Context: an optimization exercise on an open-source flow, tuned for small area, a short achievable clock period and few clock cycles. The choices shown serve that exercise and are no tape-out recipe.
The RTL was checked by simulation tests, not by an equivalence proof against the original design.
No activity file was given, so power comes from the tool's default toggle rates.

<file path="design/flow/design.v">
`default_nettype none
package smf_pkg;
  localparam int SMF_QUEUE_DEPTH = 2;
  typedef struct packed {
    logic [15:0] sample_value;
    logic        last_item;
  } smf_item_t;
  typedef struct packed {
    logic        mode_found;
    logic [15:0] mode_value;
    logic        overflow;
  } smf_result_t;
  typedef struct packed {
    smf_item_t item;
    logic      keep;
  } smf_entry_t;
endpackage
`default_nettype wire
`default_nettype none
module smf_front
#(
  parameter int MAX_ITEMS = 256
) (
  input  wire logic       clk,
  input  wire logic       rst,
  input  wire logic       start,
  input  wire smf_pkg::smf_item_t  item,
  input  wire logic       full,
  output logic            busy,
  output logic            push,
  output smf_pkg::smf_entry_t      entry
);
  localparam int CW = $clog2(MAX_ITEMS + 1);
  logic [CW-1:0] count;
  assign busy = full;
  assign push = start && !busy;
  always_comb begin
    entry.item = item;
    entry.keep = (count != CW'(MAX_ITEMS));
  end
  always_ff @(posedge clk) begin
    if (rst) begin
      count <= '0;
    end else if (push) begin
      if (item.last_item) begin
        count <= '0;
      end else if (entry.keep) begin
        count <= count + CW'(1);
      end
    end
  end
endmodule
`default_nettype wire
`default_nettype none
module smf_queue
(
  input  wire logic        clk,
  input  wire logic        rst,
  input  wire logic        push,
  input  wire smf_pkg::smf_entry_t  push_data,
  input  wire logic        pop,
  output smf_pkg::smf_entry_t       head,
  output logic             full,
  output logic             empty
);
  localparam int PW  = (smf_pkg::SMF_QUEUE_DEPTH > 1) ? $clog2(smf_pkg::SMF_QUEUE_DEPTH) : 1;
  localparam int CNW = $clog2(smf_pkg::SMF_QUEUE_DEPTH + 1);
  logic [17:0] slots [smf_pkg::SMF_QUEUE_DEPTH];
  logic [PW-1:0]  wr_ptr;
  logic [PW-1:0]  rd_ptr;
  logic [CNW-1:0] count;
  assign head  = slots[rd_ptr];
  assign full  = (count == CNW'(smf_pkg::SMF_QUEUE_DEPTH));
  assign empty = (count == '0);
  always_ff @(posedge clk) begin
    if (rst) begin
      wr_ptr <= '0;
      rd_ptr <= '0;
      count  <= '0;
    end else begin
      if (push) begin
        wr_ptr <= wr_ptr + PW'(1);
      end
      if (pop) begin
        rd_ptr <= rd_ptr + PW'(1);
      end
      if (push && !pop) begin
        count <= count + CNW'(1);
      end else if (pop && !push) begin
        count <= count - CNW'(1);
      end
    end
  end
  always_ff @(posedge clk) begin
    if (push) begin
      slots[wr_ptr] <= push_data;
    end
  end
endmodule
`default_nettype wire
`default_nettype none
module smf_ram #(
  parameter int WIDTH = 16,
  parameter int DEPTH = 256
) (
  input  wire logic                     clk,
  input  wire logic                     we,
  input  wire logic [$clog2(DEPTH)-1:0] waddr,
  input  wire logic [WIDTH-1:0]         wdata,
  input  wire logic [$clog2(DEPTH)-1:0] raddr,
  output logic      [WIDTH-1:0]         rdata
);
  logic [WIDTH-1:0] mem [DEPTH];
  always_ff @(posedge clk) begin
    if (we) begin
      mem[waddr] <= wdata;
    end
    rdata <= mem[raddr];
  end
endmodule
`default_nettype wire
`default_nettype none
module smf_back
#(
  parameter int MAX_ITEMS  = 256,
  parameter int VALUE_BITS = 16
) (
  input  wire logic        clk,
  input  wire logic        rst,
  input  wire smf_pkg::smf_entry_t  entry,
  input  wire logic        empty,
  output logic             pop,
  output logic             done,
  output smf_pkg::smf_result_t      result
);
  localparam int AW = $clog2(MAX_ITEMS);
  localparam int CW = $clog2(MAX_ITEMS + 1);
  typedef enum logic [2:0] {
    S_IDLE,
    S_LOAD_I,
    S_LATCH_I,
    S_SCAN,
    S_TAIL
  } state_t;
  state_t                state;
  logic [CW-1:0]         fill;
  logic                  overflow_seen;
  logic [CW-1:0]         idx_i;
  logic [CW-1:0]         idx_j;
  logic [CW-1:0]         hits;
  logic [CW-1:0]         best_count;
  logic [VALUE_BITS-1:0] best_value;
  logic [VALUE_BITS-1:0] probe;
  logic                  we;
  logic [AW-1:0]         waddr;
  logic [VALUE_BITS-1:0] wdata;
  logic [AW-1:0]         raddr;
  logic [VALUE_BITS-1:0] rdata;
  logic [31:0]           sample_ext;
  logic                  match;
  logic [CW-1:0]         total;
  logic                  take_best;
  logic [CW-1:0]         final_count;
  logic [VALUE_BITS-1:0] final_value;
  logic [31:0]           final_ext;
  logic                  last_j;
  logic                  last_i;
  assign pop = (state == S_IDLE) && !empty;
  always_comb begin
    sample_ext = {16'b0, entry.item.sample_value};
    we         = pop && entry.keep;
    waddr      = fill[AW-1:0];
    wdata      = sample_ext[VALUE_BITS-1:0];
    raddr      = (state == S_LOAD_I) ? idx_i[AW-1:0] : idx_j[AW-1:0];
  end
  smf_ram #(
    .WIDTH (VALUE_BITS),
    .DEPTH (MAX_ITEMS)
  ) u_store (
    .clk   (clk),
    .we    (we),
    .waddr (waddr),
    .wdata (wdata),
    .raddr (raddr),
    .rdata (rdata)
  );
  always_comb begin
    match       = (rdata == probe);
    total       = hits + CW'(match);
    take_best   = (idx_i == '0) || (total > best_count);
    final_count = take_best ? total : best_count;
    final_value = take_best ? probe : best_value;
    final_ext   = 32'(final_value);
    last_j      = (idx_j == fill - CW'(1));
    last_i      = (idx_i == fill - CW'(1));
  end
  always_ff @(posedge clk) begin
    if (rst) begin
      state         <= S_IDLE;
      fill          <= '0;
      overflow_seen <= 1'b0;
      done          <= 1'b0;
    end else begin
      done <= 1'b0;
      unique case (state)
        S_IDLE: begin
          if (pop) begin
            fill          <= fill + CW'(entry.keep);
            overflow_seen <= overflow_seen | !entry.keep;
            if (entry.item.last_item) begin
              idx_i <= '0;
              state <= S_LOAD_I;
            end
          end
        end
        S_LOAD_I: begin
          state <= S_LATCH_I;
        end
        S_LATCH_I: begin
          probe <= rdata;
          idx_j <= '0;
          hits  <= '0;
          state <= S_SCAN;
        end
        S_SCAN: begin
          if ((idx_j != '0) && match) begin
            hits <= hits + CW'(1);
          end
          idx_j <= idx_j + CW'(1);
          if (last_j) begin
            state <= S_TAIL;
          end
        end
        S_TAIL: begin
          best_count <= final_count;
          best_value <= final_value;
          if (last_i) begin
            done              <= 1'b1;
            result.mode_found <= (final_count > CW'(1));
            result.mode_value <= (final_count > CW'(1)) ? final_ext[15:0] : 16'b0;
            result.overflow   <= overflow_seen;
            fill              <= '0;
            overflow_seen     <= 1'b0;
            state             <= S_IDLE;
          end else begin
            idx_i <= idx_i + CW'(1);
            state <= S_LOAD_I;
          end
        end
        default: begin
          state <= S_IDLE;
        end
      endcase
    end
  end
endmodule
`default_nettype wire
`default_nettype none
module statistical_mode_finder_core
#(
  parameter int MAX_ITEMS  = 256,
  parameter int VALUE_BITS = 16
) (
  input  wire logic       clk,
  input  wire logic       rst,
  input  wire logic       start,
  input  wire smf_pkg::smf_item_t  item,
  output logic            busy,
  output logic            done,
  output smf_pkg::smf_result_t     result
);
  logic       push;
  logic       pop;
  logic       full;
  logic       empty;
  smf_pkg::smf_entry_t push_entry;
  smf_pkg::smf_entry_t head_entry;
  smf_front #(
    .MAX_ITEMS (MAX_ITEMS)
  ) u_front (
    .clk   (clk),
    .rst   (rst),
    .start (start),
    .item  (item),
    .full  (full),
    .busy  (busy),
    .push  (push),
    .entry (push_entry)
  );
  smf_queue u_queue (
    .clk       (clk),
    .rst       (rst),
    .push      (push),
    .push_data (push_entry),
    .pop       (pop),
    .head      (head_entry),
    .full      (full),
    .empty     (empty)
  );
  smf_back #(
    .MAX_ITEMS  (MAX_ITEMS),
    .VALUE_BITS (VALUE_BITS)
  ) u_back (
    .clk    (clk),
    .rst    (rst),
    .entry  (head_entry),
    .empty  (empty),
    .pop    (pop),
    .done   (done),
    .result (result)
  );
endmodule
`default_nettype wire
</file>
<file path="design/flow/run.sh">
#!/bin/bash
# synth_recipe.tcl (not shown) runs the flow's synth.tcl, then flattens the netlist and writes it again
# the make line also repeats each setting of config.mk as NAME=value (left out here)
make -C /OpenROAD-flow-scripts/flow DESIGN_CONFIG=/design/flow/config.mk WORK_HOME=/design/flow/orfs CLKGATE_MAP_FILE= SYNTH_SCRIPT=/design/flow/synth_recipe.tcl finish
</file>
<file path="design/flow/config.mk">
export PLATFORM = sky130hd
export DESIGN_NAME = statistical_mode_finder_core
export DESIGN_NICKNAME = statistical_mode_finder_core
export VERILOG_FILES = /design/flow/design.v
export SDC_FILE = /design/flow/constraint.sdc
export NUM_CORES = 4
export LEC_CHECK = 0
export CAP_MARGIN = 40
export CORE_MARGIN = 2
export CORE_UTILIZATION = 30
export PLACE_DENSITY = 0.5
export SLEW_MARGIN = 20
</file>
<file path="design/flow/constraint.sdc">
create_clock -name core_clock -period 10.0 [get_ports {clk}]
set_input_delay 2.0000 -clock core_clock [delete_from_list [all_inputs] [get_ports {clk}]]
set_output_delay 2.0000 -clock core_clock [all_outputs]
set_load 0.01 [all_outputs]
</file>
==> impl_metrics.py <==
metrics = {
    "run_status": {
        "status": "complete, no violations",
    },
    "cts": {
        "clock_sinks": 4262,
        "cts_root_buf": "clkbuf_16",
        "cts-htree-levels": 5,
        "cts_tree": "done",
        "cts_buffers": 443,
        "hold_buffers": 0,
        "clk_path_buf_depth": 4,
        "cts_resized": 0,
        "post_cts_buffers": 0,
        "clk_pin_slew_ns": 0.06,
        "insertion_delay_ns": 1.08,
    },
    "cells_and_area": {
        "final_nets": 12700,
        "drive_gt1_share_pct": 11.9,
        "final_cells": 20600,
        "area_growth_pct": 16.4,
    },
    "synth": {
        "ys.flop_type": "edfxtp_1",
        "synth_edf_count": 4218,
        "ys_async_sr_fraction_pct": 0,
        "syn_area_um2": 168000,
        "synth_area_leader_cell": "edfxtp_1",
        "yosys-top-cells-area": "edfxtp_1 75%, nand2_1 8.1%, nand3_1 3.5%",
        "synth_cells": 12400,
        "ys_warn_count": 4,
        "avgSynthCellArea_um2": 13.5,
        "synth_top_area_share_pct": 75.4,
        "synth_common_cells": "4218 x edfxtp_1, 3622 x nand2_1, 1176 x nand3_1, 422 x a31oi_1, 403 x buf_2",
        "seq_area_frac_synth_pct": 75.9,
        "synth_nets": 12500,
        "yosysMostFrequentCell": "edfxtp_1",
        "yosys.cell_types.count": 80,
        "ys_ff_latch": 4262,
    },
    "flow_run": {
        "max_cap_viol_count": 0,
    },
    "sta": {
        "max-slew-margin-rel_pct": 19.1,
        "setup_viol": 0,
        "worst_pin_slew_ns": 1.21,
        "hold_viol": 0,
        "fin_setup_tns_ns": 0,
        "rsz0062_at_grt": "false",
        "period_share_pct": 57.5,
        "layout_min_cycle_time_ns": 5.75,
        "maxSlewViolCount": 0,
        "finalClockSkew_ns": 0.113,
        "max_freq_ghz": 0.174,
    },
    "power": {
        "p_per_area_nw_per_um2": 268,
        "ir_worst_vdd_uv": 224,
        "leakage_nw": 63.5,
    },
    "route": {
        "first_pass_iters": 8,
        "routed_wl_mm": 607,
        "remaining_drc_errors": 0,
        "wl_per_cell_um": 29.5,
        "drtIter0Drc": 14900,
        "via_per_inst": 5.33,
        "drt.antenna.violating_nets": 0,
        "num_vias": 109000,
    },
    "global_routing": {
        "grt_usage_pct": 20.6,
        "grt_start_max_net_pins": 166,
        "grt_overflow": 0,
        "grt_pass1_wl_mm": 837,
        "grt_pass1_vias": 101000,
        "antenna_found_initial": 40,
    },
    "min_path": {
        "hp-class": "flop to flop",
    },
    "critical_path": {
        "crit_required_ns": 10.89,
        "path_max_fanout": 122,
        "crit_path_start_kind": "flop",
        "cp_data_arrival_time_ns": 6.65,
        "worstSetupPathType": "flop to flop",
        "cp-end-kind": "flop",
    },
    "floorplan": {
        "start_util_pct": 30.1,
        "dieArea_um2": 566000,
        "core_um2": 557000,
        "die_h_um": 752,
        "rows": 274,
        "die_w_um": 752,
        "ios": 40,
    },
    "place": {
        "dp_hpwl_mm": 359,
        "dp.cells": 19700,
        "gp_congestion": 0.897,
        "portBuffers": 39,
    },
}
[cells by family after synthesis]
logic type	count (synthesis)	share of synthesized area [%]
and+or+nand+nor	5707	14.5
DFF	4262	75.9
buffers and inverters	820	2.19
muxes	241	1.58
xor gates and xnor gates	75	0.440
AOI/OAI and AO/OA	1297	5.19
adders and majority gates	26	0.194
[layout by cell type, fill, tap and decap left out, types with 85 or more instances in the layout]
master,Yosys,final
mux2i_1,178,176
a21oi_1,322,316
and3_1,85,85
edfxtp_1,4218,4218
a31oi_1,422,414
nor2_1,374,149
nor2_2,3,189
nand2_1,3622,3616
nand3_1,1176,1163
clkbuf_1,230,101
nand4_1,275,275
a32oi_1,141,141
clkbuf_16,0,446
buf_4,21,446
clkinv_1,1,128
[stage by stage]
| step | hold WS, ns | worst slack [ns] | area, um2 | power, mW | util, % |
|---|---|---|---|---|---|
| 2_1_floorplan | 0.409 | 5.53 | 168000 | 29.6 | - |
| 3_3_place_gp | 0.451 | 3.14 | 180000 | 36.1 | 32.2 |
| 3_5_place_dp | 0.446 | 4.36 | 181000 | 36.3 | 32.5 |
| 4_1_cts | 0.509 | 4.27 | 195000 | 52.4 | 35.0 |
| 5_1_grt | 0.516 | 4.13 | 195000 | 53.9 | 35.1 |
| 6_report | 0.503 | 4.25 | 195000 | 52.4 | 35.1 |
[state kept, by name, summed over array words and instances (netlist names), 2 cells and up, named ones only]
| name | cells |
|---|---|
| u_front.count | 9 |
| u_back.idx_i | 9 |
| u_back.probe | 16 |
| u_back.u_store.rdata | 16 |
| u_queue.slots | 36 |
| u_queue.count | 2 |
| u_back.fill | 9 |
| u_back.best_count | 9 |
| u_back.result | 18 |
| u_back.idx_j | 9 |
| u_back.state | 3 |
| u_back.best_value | 16 |
| u_back.hits | 9 |
| u_back.u_store.mem | 4096 |
[where the power goes]
part | total [mW] | switching, mW | internal [mW] | leakage, nW
registers | 21.8 | 0.231 | 21.5 | 38.3
clock network | 16.2 | 7.22 | 8.99 | 6.79
logic | 14.4 | 11.2 | 3.24 | 18.4
total | 52.4 | 18.6 | 33.8 | 63.5
[layer usage]
| metal | part of all wire, % | track usage, % |
|---|---|---|
| met2 | 45 | 31.8 |
| met4 | 4.7 | 8.52 |
| met3 | 8.9 | 3.71 |
| met1 | 42 | 28.6 |
| met5 | 0.021 | 0 |
[layout make-up]
cell class,instances,area (um2)
inverters,29,109
multi-input cells,7346,38400
clock inverters,270,2410
fillers,53500,362000
clock buffers,549,11600
diodes,31,77.6
well taps,7452,9320
repair buffers,612,6000
flip-flops and latches,4262,128000
[worst paths after layout]
kind / start / endpoint / slack (ns) / cells after the start
min: u_back.u_store.rdata[6]$_DFF_P_ / u_back.probe[6]$_DFFE_PP_ / 0.50 / 0
min reg2reg: u_back.u_store.rdata[6]$_DFF_P_ / u_back.probe[6]$_DFFE_PP_ / 0.50 / 0
max reg2reg: u_back.state[2]$_SDFFE_PP0P_ / u_back.u_store.rdata[2]$_DFF_P_ / 4.25 / 11
max: u_back.state[2]$_SDFFE_PP0P_ / u_back.u_store.rdata[2]$_DFF_P_ / 4.25 / 11
[critical path, stage by stage (launching register included)]
cell      delay (ns)
dfxtp_1         0.66
or3b_4          0.39
buf_12          0.30
a21o_4          0.54
buf_12          0.46
buf_12          0.50
nand3_1         0.20
a21oi_1         0.18
nand4b_1        0.60
a21oi_1         0.40
or4_1           0.58
or4_1           0.51
Testbench counts, summed over its fixed seeds: cycles 2,427,022.

==> re-timing with driven ports <==
How much do the figures lean on ideal ports? The routed layout below was timed once more, with nothing changed but the port constraints. Step 1, drivers: a clkbuf_16 drives clk and a buf_2 each remaining input, both assumed. Step 2 also shifts input and output timing later by t, the mid clock arrival at the registers, as if the neighbouring blocks saw the same clock. a / b / c = ideal ports / drivers / drivers and shift; a / b = the first two.
t (ns): 1.143
setup slack, ns: 4.246 / 4.246 / 4.246
latest minus earliest clock arrival (ns): 0.115 / 0.116
worst register clock-pin slew, ns: 0.07 / 0.07
After both steps this run still meets setup and hold. For this run, drivers alone change the setup slack by 0.000 ns; drivers and shift together by 0.000 ns.
